This is an optimization exercise on Yosys and OpenROAD, whose aim is small area and few clock cycles per item, not a production implementation. Function was checked by simulation only, so behaviour that the tests miss may differ from the original. Power and IR drop assume default switching activity.

## flow/design.v (module list and top-level ports; edited modules follow where they fit)
// module fp_mult_pipe: 1386 lines
module fp_mult_pipe #(
   parameter int EXP_W = 8,
   parameter int MAN_W = 23
) (
   input  logic                 clk,
   input  logic                 rst_n,
   input  logic                 in_valid,
   output logic                 in_ready,
   input  logic [EXP_W+MAN_W:0] x,
   input  logic [EXP_W+MAN_W:0] y,
   output logic                 out_valid,
   input  logic                 out_ready,
   output logic [EXP_W+MAN_W:0] result
   ,
   output logic [3:0]           flags
);
  // ...
==> flow/run.sh <==
#!/bin/bash
# synth_recipe.tcl (not shown) runs the flow's synth.tcl, then flattens the netlist and writes it again
# the make line also repeats each setting of config.mk as NAME=value (left out here)
make -C /OpenROAD-flow-scripts/flow DESIGN_CONFIG=/design/flow/config.mk WORK_HOME=/design/flow/orfs CLKGATE_MAP_FILE= SYNTH_SCRIPT=/design/flow/synth_recipe.tcl finish
==> flow/config.mk <==
export PLATFORM = sky130hd
export DESIGN_NAME = fp_mult_pipe
export DESIGN_NICKNAME = fp_mult_pipe
export VERILOG_FILES = /design/flow/design.v
export SDC_FILE = /design/flow/constraint.sdc
export NUM_CORES = 4
export LEC_CHECK = 0
export CAP_MARGIN = 20
export CORE_MARGIN = 2
export CORE_UTILIZATION = 40
export GPL_TIMING_DRIVEN = 0
export SLEW_MARGIN = 20
==> flow/constraint.sdc <==
create_clock -name core_clock -period 7.5 [get_ports {clk}]
set_input_delay 1.5000 -clock core_clock [delete_from_list [all_inputs] [get_ports {clk}]]
set_output_delay 1.5000 -clock core_clock [all_outputs]
set_load 0.01 [all_outputs]
==> summary.txt, run 1 <==
status finished clean; WL met3 5250 µm; Top Registers ha_q: 26 flops, hb_q: 26 flops, e_q: 9 flops; CTS resizes 103; final worst setup slack 0.0893 ns; Worst path max stage delay 0.74 ns; worst slew pin tran 1.27 ns; clock buffer count 10; Die Y-Extent 225 µm; Post-synth EDFFs 67; area share of fa/ha/maj cells after synthesis 33.6%; Worst Hold Class register to register; gr busiest metal met2; layout overhead on the synthesized area 13.5%; most common cell after layout, fill and taps aside inv_1; gr usage total 30.8%; CP endpoint kind register; pwr dens 518 nW/µm²; clock tree buffer depth 2; Sw Share 53.6%; footprint of the multi-input gates 15,900 µm²; clock latency (worst-skew pair) 0.33 ns; Post-synth top flop edfxtp_1; Site Rows 80; Non-clk invs 307; skew final 0.00590 ns
Testbench counts, summed over its fixed seeds: cycles 16,008, items 16,000.
==> run 2, diff against run 1 <==
==> flow/flow/run.sh (new file) <==
#!/bin/bash
# Layout flow: the standard ORFS flow, with Yosys's generic `abc -fast` pass
# skipped in synthesis (synth -noabc), so that the full adders written in the RTL
# reach extract_fa as written and keep one polarity through the adder tree.
# The technology mapping abc pass at the end of synthesis still runs.
set -euo pipefail
cd "$(dirname "$0")/.."
bash standard.sh synth SYNTH_ARGS=-noabc > synth.log 2>&1
bash standard.sh finish SYNTH_ARGS=-noabc > layout.log 2>&1
==> flow/standard.sh (new file) <==
#!/bin/bash
# synth_recipe.tcl (not shown) runs the flow's synth.tcl, then flattens the netlist and writes it again
# the make line also repeats each setting of config.mk as NAME=value (left out here)
make -C /OpenROAD-flow-scripts/flow DESIGN_CONFIG=/design/flow/config.mk WORK_HOME=/design/flow/orfs CLKGATE_MAP_FILE= SYNTH_SCRIPT=/design/flow/synth_recipe.tcl "${@:-finish}"
removed: flow/run.sh
==> summary.txt, run 2 <==
Slowest cell on crit path o21ai_0; r2r endpoint hb_q[26]$_DFFE_PP_; clock root cell clkbuf_16; Mapped Avg Cell Area 9.26 µm²; Starting Density 40.4%; H-tree depth 3; dpl ws -1.55 ns; CP cell instances clkdlybuf4s50_1 -> clkbuf_1 -> buf_2 -> nand2_1 -> o21ai_0 -> fa_1 -> fa_1 -> fa_1 -> fa_1 -> fa_1 -> ha_1 -> a21oi_1 -> nor2b_1 -> o21ai_0 -> nand2b_1 -> a21oi_1 -> o31ai_2; clock tree buffer depth 2 (unchanged); Top cell by count, worst path fa_1; clock latency (worst-skew pair) 0.33 ns (about the same); crit path time final 7.32 ns; CTS tree done; Vias 16,100; final worst setup slack 0.181 ns (+0.0914 ns); Cell Count Post-Placement 2,666; post-synthesis async set-or-reset flop share 1.47%; dominant cell by count in the synthesized netlist xnor2_1; layout overhead on the synthesized area 13.8%; # clock sinks 68; NumNets Final 2,527; Synthesized Nets 2,407; port bufs 100; Slew HR 22.1%; Filler Cell Count 4,392; Pre-Repair DR Iteration Count 5; commonest non-fill, non-tap cells in the layout 276 x xnor2_1, 257 x fa_1, 222 x o22ai_1; Die Y-Extent 217 µm (-3.4%); synthesized area 18,200 µm²; Post-synth top flop edfxtp_1; reg-to-reg startpoint v_q$_DFFE_PN0P_; first-pass GRT wire length 96,900 µm; maximum number of pins on one net before global-route repair 62; core area 45,100 µm²; vias per cell 5.98; most common cell after layout, fill and taps aside xnor2_1; Starting DRT DRC Count 1,321; pwr dens 475 nW/µm² (-8.4%); Detail Route Antenna Nets 0; max cap viols 0; skew final 0.00721 ns (+0.00131 ns); Yosys top cell area share 28.5%; critical path class input pin to register; Fmax 0.137 GHz; top cells by area, synth fa_1 28%, xnor2_1 13%, edfxtp_1 11%; Ys Warns 2; final hold violation count 0; reg-to-reg setup timing slack 6.26 ns; drc violations 0; clk slew on worst S/H paths 0.06 ns; gr usage total 26.7% (-4.0 points); worst-path maximum fanout 10; Hold Path Cell Cnt 2; Tcrit/Tclk final 97.6%; worst slew pin tran 1.17 ns (-0.0992 ns); Worst path depth 17; Register-to-Register Path Depth 2; WP buf/inv 3; Top Registers ha_q: 26 flops, hb_q: 26 flops, e_q: 9 flops; CP Data Arrival Time 7.34 ns; Critical Path RT 7.52 ns; type of origin of the critical path input pin; TritonCTS Buffers 9; status finished clean; hold buffer count at cts 0; num ports 106; layout cells sized above 1 6.70%; Pleak 8.12 nW; Post-Layout Cell Count 2,691; sequential-to-total area share from yosys stat 11.2%; Worst Hold Class register to register; gpl congestion 0.974; initial antenna violation count 2; vias in the first global route 16,600; grt total ovfl 0; cell taking the most area after synthesis fa_1; CP top delay family adder cells; Die W 217 µm; Final Setup Violations 0; Distinct cells, synth 86; WL final 63,300 µm; Worst path max stage delay 0.61 ns (-0.13 ns); Wirelength per Cell 23.5 µm; total die area 47,200 µm²; hold-critical path endpoint v_q$_DFFE_PN0P_; most frequent cells after synthesis 276 x xnor2_1, 259 x fa_1, 223 x o22ai_1; peak supply drop 0.000746 V; setup TNS 0 ns; hpwl dp 52,900 µm; Yosys reg bits 68; Post-synth EDFFs 67 (unchanged); Gate Count Post-Synth 1,965; Site Rows 78 (-2.5%); CP endpoint kind register; Slew Viols, Final 0; hold_sp v_q$_DFFE_PN0P_
run 2: cell count changes after synthesis, moves of 12 or more:
cell	before	now
o22ai_1	54	223
o21a_1	25	12
inv_1	295	90
clkbuf_1	121	106
a21oi_1	114	99
o21ai_0	92	69
a22oi_1	171	6
nor2_1	115	80
a22o_1	13	25
mux2i_1	30	9
nand2_1	96	80
xnor2_1	243	276
run 2: cell type report:
cell class	instances	area, µm²	share of cell area (%)
diodes	1	2.50	0.0121
plain buffers	152	672	3.24
clock buffers	11	253	1.22
clock inverters	5	106	0.514
inverters	99	372	1.79
multi-input cells	1640	15300	74.1
flip-flops and latches	68	2040	9.84
well taps	600	751	3.63
repair buffers	115	1180	5.69
run 2: through the flow:
| step | hold WS [ns] | power (mW) | util, % | instance area (µm²) |
|---|---|---|---|---|
| final | 0.649 | 9.83 | 45.9 | 20700 |
| after global routing | 0.697 | 11.0 | 45.9 | 20700 |
| after CTS | 0.660 | 9.84 | 45.6 | 20500 |
| after detailed placement | 0.648 | 9.16 | 44.3 | 20000 |
| after global placement | 1.65 | 9.04 | 44.2 | 19900 |
| after floorplan | 1.20 | 6.65 | - | 18200 |
run 2: how the worst max path moves through the flow:
stage,start,to,slack [ns]
floorplan,ha_q[22]$_DFFE_PP_,result[9],0.23
global placement,ha_q[22]$_DFFE_PP_,result[21],-1.54
detailed placement,ha_q[22]$_DFFE_PP_,result[18],-1.55
CTS,c_q$_DFFE_PP_,result[4],0.008
global route,ha_q[22]$_DFFE_PP_,result[22],-0.03
finish,x[18],c_q$_DFFE_PP_,0.18
run 2: logic make-up (layout without fill, tap and decap cells):
family	after synthesis	count (layout)	synth area share (%)
flops	68	68	11.2
mux	11	11	0.619
other cells	0	1	0
buf+inv	257	382	5.45
xor+xnor	315	315	15.2
fa+ha+maj	374	374	36.4
simple gates	387	387	11.3
compound gates	553	553	19.8
run 2: worst min-delay path, cell delays in order, from the launching register on:
cell and delay [ns]:
dfrtp_1 0.39, nand2b_4 0.13, nand2b_1 0.10
run 2: report_power, final:
part / switching (mW) / total, mW / internal (mW)
clock network: 0.149 / 0.493 / 0.344
registers: 0.0601 / 0.925 / 0.865
logic: 4.82 / 8.41 / 3.59
run 2: routing by layer:
metal | up-vias | share of wire (%) | routed length (µm) | global-route usage (%)
li1 | 7291 | - | - | -
met1 | 7949 | 41 | 25900 | 33.7
met2 | 693 | 47 | 29900 | 45.4
met3 | 166 | 6.3 | 3960 | 3.07
met4 | 2 | 5.5 | 3460 | 13.7
met5 | - | 0.022 | 14 | 0
run 2: repair_timing:
action	in CTS	in global routing
pin swaps	10	12
gates resized for setup	53	86
setup buffers	7	7
gates cloned	0	0
setup endpoints to repair	35	34
==> run 3, diff against run 2 <==
==> flow/flow/run.sh (replaced) <==
#!/bin/bash
# Layout flow: the standard ORFS flow, with Yosys's generic `abc -fast` pass
# skipped in synthesis (synth -noabc), so that the full adders written in the RTL
# reach extract_fa as written and keep one polarity through the adder tree, and
# with every port buffered by a buf_2 instead of the default clkdlybuf4s50_1.
set -euo pipefail
cd "$(dirname "$0")/.."
export BUFFER_PORTS_ARGS="-buffer_cell sky130_fd_sc_hd__buf_2"
bash standard.sh synth SYNTH_ARGS=-noabc > synth.log 2>&1
bash standard.sh finish SYNTH_ARGS=-noabc > layout.log 2>&1
==> summary.txt, run 3 <==
status finished clean; pwr dens 497 nW/µm² (+4.7%); gpl congestion 0.997 (+2.5%); footprint of the multi-input gates 15,300 µm² (-0.21%); Post-synth EDFFs 67 (unchanged); core area 45,100 µm² (unchanged); drc violations 0 (unchanged); initial antenna violation count 1 (-1); Slowest cell on crit path fa_2; reg-to-reg startpoint v_q$_DFFE_PN0P_; CP cell instances fa_2 -> fa_2 -> a211o_1 -> a41o_4 -> o21a_1 -> nor3b_1 -> nand4_2 -> a211oi_4 -> nand4_1 -> nor3_2 -> nand4_1 -> ha_4 -> a2111oi_2 -> nor2_1 -> a22oi_2 -> nand2b_4 -> or2_4 -> buf_4 -> nor4b_2 -> buf_2; TritonCTS Buffers 9 (unchanged); Yosys reg bits 68 (unchanged); worst-path maximum fanout 10 (unchanged); clock root cell clkbuf_16; Die Y-Extent 217 µm (unchanged); hold_ws 0.641 ns (-0.00824 ns); most frequent cells after synthesis 276 x xnor2_1, 259 x fa_1, 223 x o22ai_1; Site Rows 78 (unchanged); Sequential Area 2040 µm² (unchanged); top cells by area, synth fa_1 28%, xnor2_1 13%, edfxtp_1 11%; num ports 106 (unchanged); worst slew pin tran 1.09 ns (-0.0811 ns); synthesized area 18,200 µm² (unchanged); H-tree depth 3 (unchanged); CP endpoint result[9]; ant diodes 0 (-1); post-synthesis async set-or-reset flop share 1.47% (unchanged); WL met3 3440 µm (-13%); Yosys top cell area share 28.5% (unchanged); Placed Area 19,500 µm² (-2.5%); Tcrit/Tclk final 96.8% (-0.80 points); M1 WL 25,500 µm (-1.7%); critical path class register to output pin; Filler Cell Count 4,510 (+2.7%); Register-to-Register Path Depth 2 (unchanged); type of origin of the critical path register; RSZ-0062 raised after global routing false; total die area 47,200 µm² (unchanged); WL final 63,200 µm (about the same); most common cell after layout, fill and taps aside xnor2_1; dominant cell by count in the synthesized netlist xnor2_1; Finished Cell Area 20,000 µm² (-3.3%); first-pass GRT wire length 95,900 µm (-0.95%); Slew HR 27.5% (+5.4 points); commonest non-fill, non-tap cells in the layout 276 x xnor2_1, 257 x fa_1, 223 x o22ai_1; vias in the first global route 16,300 (-2.0%); maximum number of pins on one net before global-route repair 62 (unchanged); CTS tree done; Vias 16,200 (+0.56%); layout cells sized above 1 9.71% (+3.0 points); skew final 0.00995 ns (+0.00274 ns); Die W 217 µm (unchanged); Final Setup Violations 0 (unchanged); Mapped Avg Cell Area 9.26 µm² (unchanged); max cap viols 0 (unchanged); Pre-Repair DR Iteration Count 5 (unchanged); Ys Warns 2 (unchanged); cell taking the most area after synthesis fa_1; Synthesized Nets 2,407 (unchanged); final hold violation count 0 (unchanged); grt total ovfl 0 (unchanged); clock latency (worst-skew pair) 0.33 ns (about the same); Pleak 7.66 nW (-5.6%); Detail Route Antenna Nets 0 (unchanged); peak supply drop 0.00100 V (+35%); Slew Viols, Final 0 (unchanged); sequential-to-total area share from yosys stat 11.2% (unchanged); Gate Count Post-Synth 1,965 (unchanged); WP buf/inv 2 (-1); vias per cell 6.02 (+0.60%); r2r endpoint hb_q[32]$_DFFE_PP_; CP endpoint kind output pin; DR WL met2 30,200 µm (+0.91%); Critical Path RT 6.00 ns (-1.52 ns); launch point of the critical path ha_q[22]$_DFFE_PP_; Worst path depth 20 (+3); clock tree buffer depth 2 (unchanged); NumNets Final 2,527 (unchanged); # clock sinks 68 (unchanged); Fmax 0.138 GHz (+0.82%); Starting DRT DRC Count 1,462 (+11%); CP top delay family simple AND/OR/NAND/NOR gates; port bufs 100 (unchanged); Worst Hold Class register to register; crit path time final 7.26 ns (-0.0597 ns); Starting Density 40.4% (unchanged); Final Power 9.95 mW (+1.2%); gr usage total 26.7% (about the same); Distinct cells, synth 86 (unchanged); Post-synth top flop edfxtp_1; Highest Signal Layer met5; hpwl dp 53,500 µm (+1.1%); reg-to-reg setup timing slack 6.27 ns (about the same); clk slew on worst S/H paths 0.06 ns (about the same); Wirelength per Cell 23.5 µm (about the same); CP Data Arrival Time 5.76 ns (-1.58 ns); Worst path max stage delay 0.50 ns (-0.11 ns); layout overhead on the synthesized area 10.1%; Top Registers ha_q: 26 flops, hb_q: 26 flops, e_q: 9 flops
## run 3: cell counts after synthesis
No cell type changed its count.
## run 3: cell type report
type,count,share of cell area (%)
Inverter,99,1.85
Timing Repair Buffer,112,3.05
Clock buffer,11,1.26
Sequential cell,68,10.2
Buffer,155,3.10
Multi-Input combinational cell,1640,76.4
Clock inverter,5,0.418
Tap cell,600,3.75
## run 3: where the power goes
| part | internal, mW | switching (mW) | leakage, nW |
|---|---|---|---|
| Clock | 0.309 | 0.149 | 0.158 |
| Sequential | 0.866 | 0.0658 | 0.691 |
| Combinational | 3.55 | 5.01 | 6.81 |
## run 3: timing repair
action	4_1_cts	5_1_grt
pin swaps	6	9
gates resized for setup	17	21
setup buffers	6	5
setup endpoints to repair	34	33
hold buffers	0	0
## run 3: worst min path at each step
stage	cells after the start	slack (ns)	to	startpoint
global route	2	0.70	v_q$_DFFE_PN0P_	v_q$_DFFE_PN0P_
global placement	1	1.27	v_q$_DFFE_PN0P_	rst_n
floorplan	0	1.20	v_q$_DFFE_PN0P_	rst_n
CTS	2	0.64	v_q$_DFFE_PN0P_	v_q$_DFFE_PN0P_
detailed placement	2	0.63	v_q$_DFFE_PN0P_	v_q$_DFFE_PN0P_
finish	2	0.64	v_q$_DFFE_PN0P_	v_q$_DFFE_PN0P_
## run 3: worst min-delay path: stages (launching register included)
cell	delay (ns)
dfrtp_1	0.38
nand2b_4	0.13
nand2b_1	0.09
## run 3: metal layers
layer  vias to the layer above  GRT usage [%]
met5                         -              0
met4                         2           14.7
met3                       178           1.98
met2                       720           45.9
met1                      8011           33.5
li1                       7280              -
## run 3: cell families (layout without fill, tap and decap cells)
kind of cell             Yosys count  after routing  synth area share [%]
XOR/XNOR                         315            315                  15.2
buffers and inverters            257            382                  5.45
adder cells (fa/ha/maj)          374            374                  36.4
AO/OA/AOI/OAI                    553            553                  19.8
AND/OR/NAND/NOR                  387            387                  11.3
multiplexers                      11             11                 0.619
flip-flops                        68             68                  11.2
## run 3: through the flow
| step | setup TNS (ns) | utilization [%] | instances | worst slack [ns] |
|---|---|---|---|---|
| CTS | 0 | 44.2 | 2685 | 0.000175 |
| floorplan | 0 | - | 1965 | 0.234 |
| finish | 0 | 44.4 | 2690 | 0.240 |
| detailed placement | -31.19 | 43.2 | 2666 | -1.29 |
| global placement | -28.25 | 43.1 | 2665 | -1.20 |
| global route | 0 | 44.4 | 2690 | 0.0113 |
==> run 4, diff against run 3 <==
--- a/flow/config.mk
+++ b/flow/config.mk
@@ -10,2 +10,3 @@
 export CORE_UTILIZATION = 40
+export CTS_BUF_LIST = sky130_fd_sc_hd__clkbuf_8
 export GPL_TIMING_DRIVEN = 0
==> summary.txt, run 4 <==
status finished clean; # clock sinks 68 (unchanged); Fmax 0.137 GHz (-0.47%); Mapped Avg Cell Area 9.26 µm² (unchanged); WL final 63,100 µm (-0.20%); Pre-Repair DR Iteration Count 6 (+1); ant diodes 0 (unchanged); max cap viols 0 (unchanged); crit path time final 7.29 ns (+0.0341 ns); hold_sp v_q$_DFFE_PN0P_; initial antenna violation count 1 (unchanged); num ports 106 (unchanged); vias per cell 5.95 (-1.1%); first-pass GRT wire length 95,900 µm (about the same); Wirelength per Cell 23.4 µm (-0.20%); gr usage total 26.7% (about the same); dominant cell by count in the synthesized netlist xnor2_1; Tcrit/Tclk final 97.2% (+0.45 points); critical path class register to output pin; most frequent cells after synthesis 276 x xnor2_1, 259 x fa_1, 223 x o22ai_1; Die Y-Extent 217 µm (unchanged); GR Layer Usage met2 46.0% (+0.085 points); Detail Route Antenna Nets 0 (unchanged); r2r endpoint hb_q[32]$_DFFE_PP_; port bufs 100 (unchanged); H-tree depth 3 (unchanged); hold_ws 0.645 ns (+0.00468 ns); Die W 217 µm (unchanged); CP Data Arrival Time 5.79 ns (+0.03 ns); most common cell after layout, fill and taps aside xnor2_1; type of origin of the critical path register; TritonCTS Buffers 9 (unchanged); Yosys reg bits 68 (unchanged); gpl congestion 0.997 (unchanged); clock root cell clkbuf_8; CP cell instances fa_2 -> fa_2 -> a211o_1 -> a41o_4 -> o21a_1 -> nor3b_1 -> nand4_2 -> a211oi_4 -> nand4_1 -> nor3_2 -> nand4_1 -> ha_4 -> a2111oi_2 -> nor2_1 -> a22oi_2 -> nand2b_4 -> or2_4 -> buf_6 -> nor4b_2 -> buf_2; hold-critical path endpoint v_q$_DFFE_PN0P_; Final Power 9.84 mW (-1.1%); hold buffer count at cts 0 (unchanged); Gate Count Post-Synth 1,965 (unchanged); Slew Viols, Final 0 (unchanged); Starting DRT DRC Count 1,477 (+1.0%); met3 Track Usage GR 1.90% (-0.084 points); core area 45,100 µm² (unchanged); hpwl dp 53,500 µm (unchanged); worst-path maximum fanout 10 (unchanged); Yosys top cell area share 28.5% (unchanged); vias in the first global route 16,300 (+0.086%); Worst path max stage delay 0.51 ns (about the same); Final Setup Violations 0 (unchanged); Register-to-Register Path Depth 2 (unchanged); Starting Density 40.4% (unchanged); Synthesized Nets 2,407 (unchanged); clk slew on worst S/H paths 0.08 ns (+0.02 ns); commonest non-fill, non-tap cells in the layout 276 x xnor2_1, 257 x fa_1, 223 x o22ai_1; CP endpoint kind output pin; Critical Path RT 6.00 ns (about the same); Slowest cell on crit path fa_2; Post-synth EDFFs 67 (unchanged); post-synthesis async set-or-reset flop share 1.47% (unchanged); Worst Hold Class register to register; Vias 16,000 (-1.1%); Ys Warns 2 (unchanged); Final Util 44.2% (-0.21 points); reg-to-reg startpoint v_q$_DFFE_PN0P_; peak supply drop 0.000989 V (-1.5%); Top Registers ha_q: 26 flops, hb_q: 26 flops, e_q: 9 flops; Distinct cells, synth 86 (unchanged); Pleak 7.62 nW (-0.56%); Slew HR 28.2% (+0.71 points); worst slew pin tran 1.08 ns (-0.0106 ns); cell taking the most area after synthesis fa_1; NumNets Final 2,527 (unchanged); maximum number of pins on one net before global-route repair 62 (unchanged); layout cells sized above 1 9.67% (-0.048 points); setup TNS 0 ns (unchanged); Post-synth top flop edfxtp_1; clock tree buffer depth 2 (unchanged); Hold Path Cell Cnt 2 (unchanged); gr busiest metal met2; synthesized area 18,200 µm² (unchanged); reg-to-reg setup timing slack 6.27 ns (about the same); pwr dens 494 nW/µm² (-0.64%); clock latency (worst-skew pair) 0.34 ns (about the same); skew final 0.0119 ns (+0.00194 ns); drc violations 0 (unchanged); grt total ovfl 0 (unchanged); top cells by area, synth fa_1 28%, xnor2_1 13%, edfxtp_1 11%; sequential-to-total area share from yosys stat 11.2% (unchanged); Site Rows 78 (unchanged); CTS tree done; layout overhead on the synthesized area 9.57%; final hold violation count 0 (unchanged); met1 usage 33.4% (-0.054 points); total die area 47,200 µm² (unchanged)
run 4: where the power goes:
part	internal, mW	switching, mW	total (mW)
registers	0.865	0.0652	0.930
logic	3.56	5.01	8.57
clock network	0.206	0.132	0.338
total	4.63	5.21	9.84
run 4: stage by stage:
step | cells | instance area, µm² | worst slack (ns)
after floorplan | 1965 | 18200 | 0.234
after global placement | 2665 | 19400 | -1.20
after detailed placement | 2666 | 19500 | -1.29
after CTS | 2685 | 19800 | 0.0266
after global routing | 2690 | 19900 | -0.0268
final | 2690 | 19900 | 0.206
run 4: logic make-up (layout without fill, tap and decap cells):
kind of cell	Yosys count	after routing	synth area share, %
mux	11	11	0.619
xor+xnor	315	315	15.2
compound gates	553	553	19.8
flops	68	68	11.2
simple gates	387	387	11.3
buf+inv	257	382	5.45
fa+ha+maj	374	374	36.4
run 4: worst max-delay path by stage:
stage,startpoint,to,depth (start not counted)
after global routing,ha_q[22]$_DFFE_PP_,result[9],22
final,ha_q[22]$_DFFE_PP_,result[9],20
after floorplan,ha_q[22]$_DFFE_PP_,result[9],22
after detailed placement,ha_q[22]$_DFFE_PP_,result[18],23
after CTS,c_q$_DFFE_PP_,result[9],22
after global placement,ha_q[22]$_DFFE_PP_,result[18],23
run 4: cell type report:
cell class / instances / area (µm²)
fillers: 4529 / 25200
well taps: 600 / 751
inverters: 99 / 372
clock inverters: 5 / 83.8
clock buffers: 11 / 151
flip-flops and latches: 68 / 2040
multi-input cells: 1640 / 15300
repair buffers: 112 / 611
plain buffers: 155 / 629
run 4: metal layers:
layer  vias up  share of wire [%]
met1      7917                 41
met4         2                6.3
met5         -              0.021
met2       642                 48
li1       7281                  -
met3       174                4.7
run 4: worst max-delay path: cells and delay by family, from the launching register on:
kind	cells	cell delay (ns)
adders and majority gates	3	1.31
buffers and inverters	2	0.33
DFF	1	0.41
and+or+nand+nor	9	2.08
AOI/OAI and AO/OA	6	1.33
run 4: repair_timing:
action,CTS,global route
pin swaps,6,12
endpoints found under the setup margin,34,33
resized for setup,19,20
gates cloned,0,0
buffers inserted,6,5
==> run 5, diff against run 4 <==
--- a/flow/config.mk
+++ b/flow/config.mk
@@ -7,7 +7,6 @@
 export LEC_CHECK = 0
-export CAP_MARGIN = 20
+export CAP_MARGIN = 0
 export CORE_MARGIN = 2
-export CORE_UTILIZATION = 40
-export CTS_BUF_LIST = sky130_fd_sc_hd__clkbuf_8
+export CORE_UTILIZATION = 55
 export GPL_TIMING_DRIVEN = 0
-export SLEW_MARGIN = 20
+export SLEW_MARGIN = 0
==> summary.txt, run 5 <==
status finished clean; dominant cell by count in the synthesized netlist xnor2_1; total die area 34,600 µm² (-27%); Sw Share 51.9% (-1.1 points); Reg power frac 9.6% (about the same); commonest non-fill, non-tap cells in the layout 276 x xnor2_1, 257 x fa_1, 223 x o22ai_1; type of origin of the critical path input pin; Comb power frac 85.5% (-1.6 points); Placed Area 19,300 µm² (-1.2%); Die Y-Extent 186 µm (-14%); NumNets Final 2,525 (-0.079%); crit path time final 7.32 ns (+0.0258 ns); num ports 106 (unchanged); layout overhead on the synthesized area 9.20%; Post-synth EDFFs 67 (unchanged); initial antenna violation count 1 (unchanged); Critical Path RT 7.52 ns (+1.52 ns); # clock sinks 68 (unchanged); layout cells sized above 1 9.96% (+0.30 points); port bufs 100 (unchanged); critical path class input pin to register; sequential-to-total area share from yosys stat 11.2% (unchanged); CP Data Arrival Time 7.34 ns (+1.55 ns); drc violations 0 (unchanged); synthesized area 18,200 µm² (unchanged); top cells by area, synth fa_1 28%, xnor2_1 13%, edfxtp_1 11%; CP endpoint kind register; clock latency (worst-skew pair) 0.34 ns (about the same); WL final 61,200 µm (-2.9%); clk slew on worst S/H paths 0.06 ns (-0.02 ns); Sw Pwr 5.00 mW (-3.9%); H-tree depth 3 (unchanged); Distinct cells, synth 86 (unchanged); vias in the first global route 16,200 (-0.20%); maximum number of pins on one net before global-route repair 70 (+13%); pwr dens 486 nW/µm² (-1.6%); Detail Route Antenna Nets 0 (unchanged); cell taking the most area after synthesis fa_1; Mapped Avg Cell Area 9.26 µm² (unchanged); most common cell after layout, fill and taps aside xnor2_1; Slew HR 23.4% (-4.8 points); first-pass GRT wire length 93,500 µm (-2.5%); grt total ovfl 0 (unchanged); hpwl dp 50,900 µm (-4.9%); hold buffer count at cts 0 (unchanged); Wirelength per Cell 24.2 µm (+3.1%); Pleak 7.69 nW (+0.90%); clock tree buffer depth 2 (unchanged); Starting DRT DRC Count 1,136 (-23%); hold_ws 0.920 ns (+0.275 ns); dpl ws -1.21 ns (+0.0830 ns); max cap viols 0 (unchanged); Synthesized Nets 2,407 (unchanged); Top Registers ha_q: 26 flops, hb_q: 26 flops, e_q: 9 flops; Final Util 61.1% (+17 points); Finished Cell Area 19,900 µm² (-0.34%); Site Rows 66 (-15%); worst-path maximum fanout 10 (unchanged); Post-synth top flop edfxtp_1; Fmax 0.137 GHz (-0.35%); peak supply drop 0.000807 V (-18%); worst slew pin tran 1.15 ns (+0.0722 ns); Yosys top cell area share 28.5% (unchanged); post-synthesis async set-or-reset flop share 1.47% (unchanged); Yosys reg bits 68 (unchanged); vias per cell 6.35 (+6.7%); gpl congestion 1.00 (+0.41%); Ys Warns 2 (unchanged); Gate Count Post-Synth 1,965 (unchanged); Clock Power Share 5.0% (+1.6 points); core area 32,500 µm² (-28%); Vias 16,100 (+0.40%); final worst setup slack 0.180 ns (-0.0258 ns); Pre-Repair DR Iteration Count 7 (+1); most frequent cells after synthesis 276 x xnor2_1, 259 x fa_1, 223 x o22ai_1; Worst Hold Class input pin to async pin; Int Pwr 4.64 mW (+0.29%); Post-Layout Cell Count 2,531 (-5.9%); final hold violation count 0 (unchanged); Slew Viols, Final 0 (unchanged); Starting Density 55.9% (+16 points); Tcrit/Tclk final 97.6% (+0.34 points); Die W 186 µm (-14%); CTS tree done; Final Setup Violations 0 (unchanged); gr usage total 36.3% (+9.6 points); TritonCTS Buffers 9 (unchanged); clock root cell clkbuf_16; Cell Count Post-Placement 2,507 (-6.0%); skew final 0.0138 ns (+0.00194 ns)
==> run 5: cell types whose count changed in the layout (fill, tap and decap cells not counted), moves of 3 or more <==
cell       before  now
clkbuf_1      100   97
buf_1          38   31
clkbuf_16       0    9
buf_4          13   16
clkbuf_2        2    9
clkbuf_8       11    1
==> run 5: power by group through the flow <==
stage	clock network, mW	registers, mW	logic (mW)
after floorplan	0	0.912	5.74
final	0.478	0.923	8.25
after CTS	0.483	0.926	8.10
after global routing	0.497	0.939	9.30
after global placement	0	0.929	7.76
after detailed placement	0	0.929	7.87
==> run 5: final timing paths <==
kind | from | endpoint | slack [ns] | cells after the start
max in group asynchronous | rst_n | v_q$_DFFE_PN0P_ | 6.50 | 1
min in group core_clock | v_q$_DFFE_PN0P_ | v_q$_DFFE_PN0P_ | 1.09 | 2
setup reg to reg | v_q$_DFFE_PN0P_ | ha_q[27]$_DFFE_PP_ | 6.01 | 1
setup / recovery | x[19] | c_q$_DFFE_PP_ | 0.18 | 13
hold / removal | rst_n | v_q$_DFFE_PN0P_ | 0.92 | 1
hold reg to reg | v_q$_DFFE_PN0P_ | v_q$_DFFE_PN0P_ | 1.09 | 2
==> run 5: through the flow <==
step | power, mW | TNS [ns]
detailed placement | 8.80 | -26.51
global route | 10.7 | -0.0533
global placement | 8.69 | -24.52
finish | 9.65 | 0
floorplan | 6.65 | 0
CTS | 9.51 | 0
==> run 5: cell type report <==
class	count	area, µm²
diodes	1	2.50
plain buffers	153	638
clock buffers	9	225
clock inverters	7	115
fillers	2940	12700
inverters	99	372
multi-input cells	1640	15300
flip-flops and latches	68	2040
well taps	442	553
repair buffers	112	591
==> run 5: metal layers <==
layer | part of all wire, % | global-route usage, % | vias to the layer above | routed length (µm)
met5 | 0 | 0 | - | 0
met4 | 6.4 | 20.6 | 0 | 3920
met3 | 6.1 | 4.77 | 184 | 3710
met2 | 48 | 61.5 | 692 | 29100
met1 | 40 | 44.7 | 7945 | 24500
li1 | - | - | 7259 | -
==> run 5: critical path, stage by stage <==
cell	delay [ns]
buf_2	0.10
clkbuf_1	0.33
clkbuf_1	0.78
nand2_1	0.16
o21ai_0	0.74
fa_1	0.59
fa_1	0.49
fa_1	0.44
fa_1	0.57
fa_1	0.43
ha_1	0.32
nand4_1	0.11
o31ai_1	0.75
==> run 5: logic make-up after synthesis <==
| group | Yosys count | share of synthesized area, % |
|---|---|---|
| compound gates | 553 | 19.8 |
| mux | 11 | 0.619 |
| fa+ha+maj | 374 | 36.4 |
| buf+inv | 257 | 5.45 |
| xor+xnor | 315 | 15.2 |
| flops | 68 | 11.2 |
| simple gates | 387 | 11.3 |
==> run 5: timing repair <==
action / 4_1_cts / 5_1_grt
setup endpoints to repair: 34 / 32
pin swaps: 5 / 14
resized for setup: 22 / 38
buffers inserted: 5 / 7
cloned: 0 / 0

-- static timing again, ports no longer ideal --
No port has a modelled driver above. Below, the same layouts with a new extraction and two added sets of constraints.
Step 1 (the two cells are an assumption about what drives the block):
set clk [get_ports {clk}]
set_driving_cell -lib_cell sky130_fd_sc_hd__clkbuf_16 $clk
set_driving_cell -lib_cell sky130_fd_sc_hd__buf_2 [delete_from_list [all_inputs] $clk]
Step 2 moves the port delays by t, midway between the first and last clock arrival at a register: inputs arrive t later, outputs are due t later. That takes back most of the time a late clock gives input paths.
Slacks: no drivers / after step 1 / after step 2; pairs: no drivers / after step 1.
run	t, ns	setup slack, ns	worst data-port slew with drivers (ns)
run 1	0.372	0.089 / 0.098 / -0.275	0.07
run 2	0.370	0.181 / 0.166 / -0.188	0.08
run 3	0.367	0.240 / 0.196 / -0.021	0.09
run 4	0.373	0.206 / 0.167 / -0.030	0.09
run 5	0.381	0.180 / 0.196 / -0.185	0.06
With both steps, setup timing fails in every run listed, where it was met with ideal ports. For run 2, which loses most, drivers alone change the setup slack by -0.015 ns; drivers and shift together by -0.369 ns.
